What follows belongs to an exercise in optimizing a design on an open flow for small area, a short achievable clock period and few clock cycles per item; a production flow would make more cautious choices.
Only simulation tests tie the RTL to the original design; equivalence was not proved.
Power is estimated from default activity; no workload was simulated.

// stable_priority_queue
module stable_priority_queue (
    input  logic                                clk,
    input  logic                                rst_n,
    input  logic                                s_tvalid,
    output logic                                s_tready,
    input  logic [spq_pkg::IN_BYTES*8-1:0]      s_tdata,
    input  logic                                s_tuser,
    output logic                                m_tvalid,
    input  logic                                m_tready,
    output logic [spq_pkg::OUT_BYTES*8-1:0]     m_tdata
);
    logic exec;
    logic exec_next;
    logic load;
    logic out_load_next;
    logic out_load_live;
    spq_ctrl u_ctrl (
        .clk        (clk),
        .rst_n      (rst_n),
        .s_tvalid   (s_tvalid),
        .s_tready   (s_tready),
        .m_tvalid   (m_tvalid),
        .m_tready   (m_tready),
        .exec          (exec),
        .exec_next     (exec_next),
        .load          (load),
        .out_load_next (out_load_next),
        .out_load_live (out_load_live)
    );
    spq_datapath u_datapath (
        .clk        (clk),
  ...
Size: roughly 1800 cells after synthesis, roughly 47 I/O pins.
Settings: LEC_CHECK=0, CAP_MARGIN=20, CORE_MARGIN=2, CORE_UTILIZATION=72, CTS_CLUSTER_DIAMETER=60, CTS_CLUSTER_SIZE=30, SETUP_SLACK_MARGIN=2.7, SLEW_MARGIN=20, TNS_END_PERCENT=100; clock period 5.0 ns.
run.sh (not shown) runs the stock make flow with config.mk's settings and CLKGATE_MAP_FILE= SYNTH_SCRIPT=/design/flow/synth_recipe.tcl, a recipe that flattens the netlist after the stock synthesis.
Testbench counts at the start, summed over its fixed seeds: cycles 9,616, items 9,600.
==> next run, changes <==
- SETUP_SLACK_MARGIN: 2.7 -> 2.8
Total power is higher by 3.6%.
Non-clock buffer count rose by 21.
Core utilization climbs by 2.5 points.
Area after synthesis stays the same.
Worst setup slack gets better by 0.12 ns.
Clock-buffer cell count went down by 1.
First-iteration DRC count came out higher by 4.9%.
Flip-flop and latch count stays the same.
==> next run, changes <==
- SETUP_SLACK_MARGIN: 2.8 -> 2.9
Non-clock buffer count decreases by 9.
Routed wire length went down by 0.88%.
Synthesized area stays the same.
Total power shrinks by 0.60%.
==> next run, changes <==
- CORE_UTILIZATION: 72 -> 65
- SETUP_SLACK_MARGIN: 2.9 -> 2.8
- TNS_END_PERCENT: 100 -> 30
The changed run finished with timing, DRC and antenna clean.
Final area goes down by 2.3%.
Die area goes up by 10%.
Setup slack got worse by 0.081 ns.
Register-to-register slack improves by 0.02 ns.
Flip-flop and latch count does not change.

========
Setup of rev 12:
The RTL this note starts from:
==> flow/design.v <==
package spq_pkg;
    localparam int DEPTH     = 16;
    localparam int DATA_BITS = 8;
    localparam int PRIO_BITS = 8;
    localparam int CNT_BITS  = $clog2(DEPTH + 1);
    localparam int IN_BITS   = DATA_BITS + PRIO_BITS;
    localparam int IN_BYTES  = (IN_BITS + 7) / 8;
    localparam int OUT_BITS  = DATA_BITS + 2 + DATA_BITS + 1 + CNT_BITS;
    localparam int OUT_BYTES = (OUT_BITS + 7) / 8;
    localparam logic MODE_PUSH = 1'b0;
    localparam logic MODE_POP  = 1'b1;
    typedef enum logic [1:0] {
        ST_OK    = 2'd0,
        ST_EMPTY = 2'd1,
        ST_FULL  = 2'd2
    } status_t;
endpackage
module spq_ctrl (
    input  logic clk,
    input  logic rst_n,
    input  logic s_tvalid,
    output logic s_tready,
    output logic m_tvalid,
    input  logic m_tready,
    output logic exec,
    output logic hold_valid
);
    logic in_valid;
    logic out_valid;
    assign s_tready = !(in_valid && hold_valid);
    assign exec     = in_valid && !hold_valid;
    assign m_tvalid = out_valid;
    always_ff @(posedge clk or negedge rst_n)
    begin
        if (!rst_n)
        begin
            in_valid   <= 1'b0;
            out_valid  <= 1'b0;
            hold_valid <= 1'b0;
        end
        else
        begin
            in_valid   <= (s_tvalid && s_tready) || (in_valid && !exec);
            out_valid  <= exec || (out_valid && !(m_tready && !hold_valid));
            hold_valid <= hold_valid ? !m_tready : (exec && out_valid && !m_tready);
        end
    end
endmodule
module spq_datapath (
    input  logic                          clk,
    input  logic                          rst_n,
    input  logic                          load,
    input  logic                          exec,
    input  logic                          hold_valid,
    input  logic                          s_mode,
    input  logic [spq_pkg::DATA_BITS-1:0] s_data,
    input  logic [spq_pkg::PRIO_BITS-1:0] s_prio,
    output logic [23:0]                   result
);
    localparam int D = spq_pkg::DEPTH;
    logic                          in_mode;
    logic [spq_pkg::DATA_BITS-1:0] in_data;
    logic [spq_pkg::PRIO_BITS-1:0] in_prio;
    logic [spq_pkg::DATA_BITS-1:0] slot_data [D];
    logic [spq_pkg::PRIO_BITS-1:0] slot_prio [D];
    logic [spq_pkg::CNT_BITS-1:0]  count;
    logic [spq_pkg::DATA_BITS-1:0] popped;
    logic [1:0]                    status;
    logic [23:0]                   hold;
    logic [23:0]                   live;
    logic [D-1:0] le;
    logic         full;
    logic         empty;
    logic         push_ok;
    logic         pop_ok;
    always_ff @(posedge clk)
    begin
        if (load)
        begin
            in_mode <= s_mode;
            in_data <= s_data;
            in_prio <= s_prio;
        end
    end
    assign full    = count[spq_pkg::CNT_BITS-1];
    assign empty   = (count == '0);
    assign push_ok = exec && (in_mode == spq_pkg::MODE_PUSH) && !full;
    assign pop_ok  = exec && (in_mode == spq_pkg::MODE_POP) && !empty;
    function automatic logic prio_le(input logic [spq_pkg::PRIO_BITS-1:0] a,
                                     input logic [spq_pkg::PRIO_BITS-1:0] b);
        logic gt;
        logic eq;
        gt = 1'b0;
        eq = 1'b1;
        for (int k = spq_pkg::PRIO_BITS - 1; k >= 0; k--)
        begin
            gt = gt | (eq & a[k] & ~b[k]);
            eq = eq & ~(a[k] ^ b[k]);
        end
        prio_le = ~gt;
    endfunction
    logic [D-1:0] valid;
    always_comb
    begin
        for (int i = 0; i < D; i++)
        begin
            valid[i] = count[4] | (count[3:0] > 4'(i));
        end
    end
    always_comb
    begin
        for (int i = 0; i < D; i++)
        begin
            le[i] = valid[i] && prio_le(slot_prio[i], in_prio);
        end
    end
    logic [D-1:0] sel_keep;
    logic [D-1:0] sel_next;
    logic [D-1:0] sel_prev;
    logic [D-1:0] sel_new;
    always_comb
    begin
        for (int i = 0; i < D; i++)
        begin
            sel_next[i] = (i < D - 1) ? pop_ok : 1'b0;
            sel_new[i]  = push_ok && !le[i] && ((i == 0) ? 1'b1 : le[(i > 0) ? i - 1 : 0]);
            sel_prev[i] = push_ok && !le[i] && ((i == 0) ? 1'b0 : !le[(i > 0) ? i - 1 : 0]);
            sel_keep[i] = !(sel_next[i] || sel_new[i] || sel_prev[i]);
        end
    end
    logic [spq_pkg::IN_BITS-1:0] slot_next [D];
    always_comb
    begin
        for (int i = 0; i < D; i++)
        begin
            slot_next[i] = ({spq_pkg::IN_BITS{sel_keep[i]}} & {slot_prio[i], slot_data[i]})
                         | ({spq_pkg::IN_BITS{sel_new[i]}}  & {in_prio, in_data})
                         | ({spq_pkg::IN_BITS{sel_next[i]}} & {slot_prio[(i < D - 1) ? i + 1 : i], slot_data[(i < D - 1) ? i + 1 : i]})
                         | ({spq_pkg::IN_BITS{sel_prev[i]}} & {slot_prio[(i > 0) ? i - 1 : 0], slot_data[(i > 0) ? i - 1 : 0]});
        end
    end
    always_ff @(posedge clk)
    begin
        for (int i = 0; i < D; i++)
        begin
            {slot_prio[i], slot_data[i]} <= slot_next[i];
        end
    end
    always_ff @(posedge clk or negedge rst_n)
    begin
        if (!rst_n)
        begin
            count <= '0;
        end
        else if (push_ok)
        begin
            count <= count + 1'b1;
        end
        else if (pop_ok)
        begin
            count <= count - 1'b1;
        end
    end
    always_ff @(posedge clk)
    begin
        if (exec)
        begin
            popped <= pop_ok ? slot_data[0] : '0;
            if (in_mode == spq_pkg::MODE_PUSH)
                status <= full ? spq_pkg::ST_FULL : spq_pkg::ST_OK;
            else
                status <= empty ? spq_pkg::ST_EMPTY : spq_pkg::ST_OK;
        end
        if (!hold_valid)
        begin
            hold <= live;
        end
    end
    assign live   = {count, !empty, empty ? '0 : slot_data[0], status, popped};
    assign result = hold_valid ? hold : live;
endmodule
module stable_priority_queue (
    input  logic                                clk,
    input  logic                                rst_n,
    input  logic                                s_tvalid,
    output logic                                s_tready,
    input  logic [spq_pkg::IN_BYTES*8-1:0]      s_tdata,
    input  logic                                s_tuser,
    output logic                                m_tvalid,
    input  logic                                m_tready,
    output logic [spq_pkg::OUT_BYTES*8-1:0]     m_tdata
);
    logic exec;
    logic hold_valid;
    spq_ctrl u_ctrl (
        .clk        (clk),
        .rst_n      (rst_n),
        .s_tvalid   (s_tvalid),
        .s_tready   (s_tready),
        .m_tvalid   (m_tvalid),
        .m_tready   (m_tready),
        .exec       (exec),
        .hold_valid (hold_valid)
    );
    spq_datapath u_datapath (
        .clk        (clk),
        .rst_n      (rst_n),
        .load       (s_tready),
        .exec       (exec),
        .hold_valid (hold_valid),
        .s_mode     (s_tuser),
        .s_data     (s_tdata[spq_pkg::DATA_BITS-1:0]),
        .s_prio     (s_tdata[spq_pkg::IN_BITS-1:spq_pkg::DATA_BITS]),
        .result     (m_tdata)
    );
endmodule
make LEC_CHECK=0 CAP_MARGIN=20 CORE_MARGIN=2 CORE_UTILIZATION=40 SETUP_SLACK_MARGIN=3.2 SLEW_MARGIN=20 finish   # period 5.0 ns
Rev 12 ran to completion and came out clean on the timing, design-rule and antenna checks.
Testbench counts of rev 12, summed over its fixed seeds: cycles 9,616, items 9,600.
Here is what was changed in the inputs of rev 13 compared with rev 12.
# rev 12
export LEC_CHECK = 0
export CAP_MARGIN = 20
export CORE_MARGIN = 2
export CORE_UTILIZATION = 40
export SETUP_SLACK_MARGIN = 3.2
export SLEW_MARGIN = 20
create_clock -name core_clock -period 5.0 [get_ports {clk}]
# rev 13
export LEC_CHECK = 0
export CAP_MARGIN = 20
export CORE_MARGIN = 2
export CORE_UTILIZATION = 40
export SLEW_MARGIN = 20
create_clock -name core_clock -period 5.0 [get_ports {clk}]
### Flow results
Combinational share of power was lower in the run labelled rev 13. Number of well-tap cells placed: rev 12 vs rev 13 — no meaningful difference. Of the two candidates, rev 12 has the better shortest period the worst path allows and rev 13 the worse one. Setup slack, rev 13 and rev 12: lower on rev 13. Average routed wire per standard cell: rev 13 lower than rev 12. The count of antenna diodes in the layout in rev 13 sits 1 below the value recorded for rev 12. Group with the largest share of power: registers -> rev 13, combinational logic -> rev 12. Max final area across rev 13 and rev 12: rev 12. On rev 13: non-clock buffer count is about 80% lower than what rev 12 gave.

-- static timing again, ports no longer ideal --
No port has a modelled driver above. Below, the same layouts with a new extraction and two added sets of constraints.
Step 1 sets driving cells, clkbuf_16 on the clock port and buf_2 on the other inputs (assumed; they add their load-dependent delay and slew).
Step 2 adds t to the input delays and takes it off the output delays; t is the mean of the earliest and latest rising clock arrival at the registers after step 1. Input paths then give back, and output paths get back, about the clock's delay inside the block.
Slacks: no drivers / after step 1 / after step 2; pairs: no drivers / after step 1.
run | t (ns) | setup WS [ns] | worst hold slack (ns) | worst setup path at the end | worst register clock-pin slew, ns
the first run of note 1 | 0.605 | 2.615 / 2.615 / 2.010 | 0.465 / 0.465 / 0.465 | input to register | 0.10 / 0.10
the second run of note 1 | 0.611 | 2.738 / 2.737 / 2.126 | 0.470 / 0.470 / 0.470 | input to register | 0.10 / 0.10
the third run of note 1 | 0.601 | 2.630 / 2.626 / 2.025 | 0.465 / 0.465 / 0.465 | input to register | 0.10 / 0.10
the fourth run of note 1 | 0.615 | 2.549 / 2.497 / 2.084 | 0.470 / 0.470 / 0.470 | input to register | 0.10 / 0.10
rev 12 | 0.603 | 2.083 / 2.025 / 2.147 | 0.446 / 0.446 / 0.446 | register to register | 0.07 / 0.07
rev 13 | 0.593 | 0.910 / 0.861 / 1.193 | 0.453 / 0.453 / 0.453 | register to register | 0.06 / 0.06
After both steps setup and hold are still met in every run listed. For the second run of note 1, which loses most, drivers alone change the setup slack by -0.001 ns; drivers and shift together by -0.612 ns.
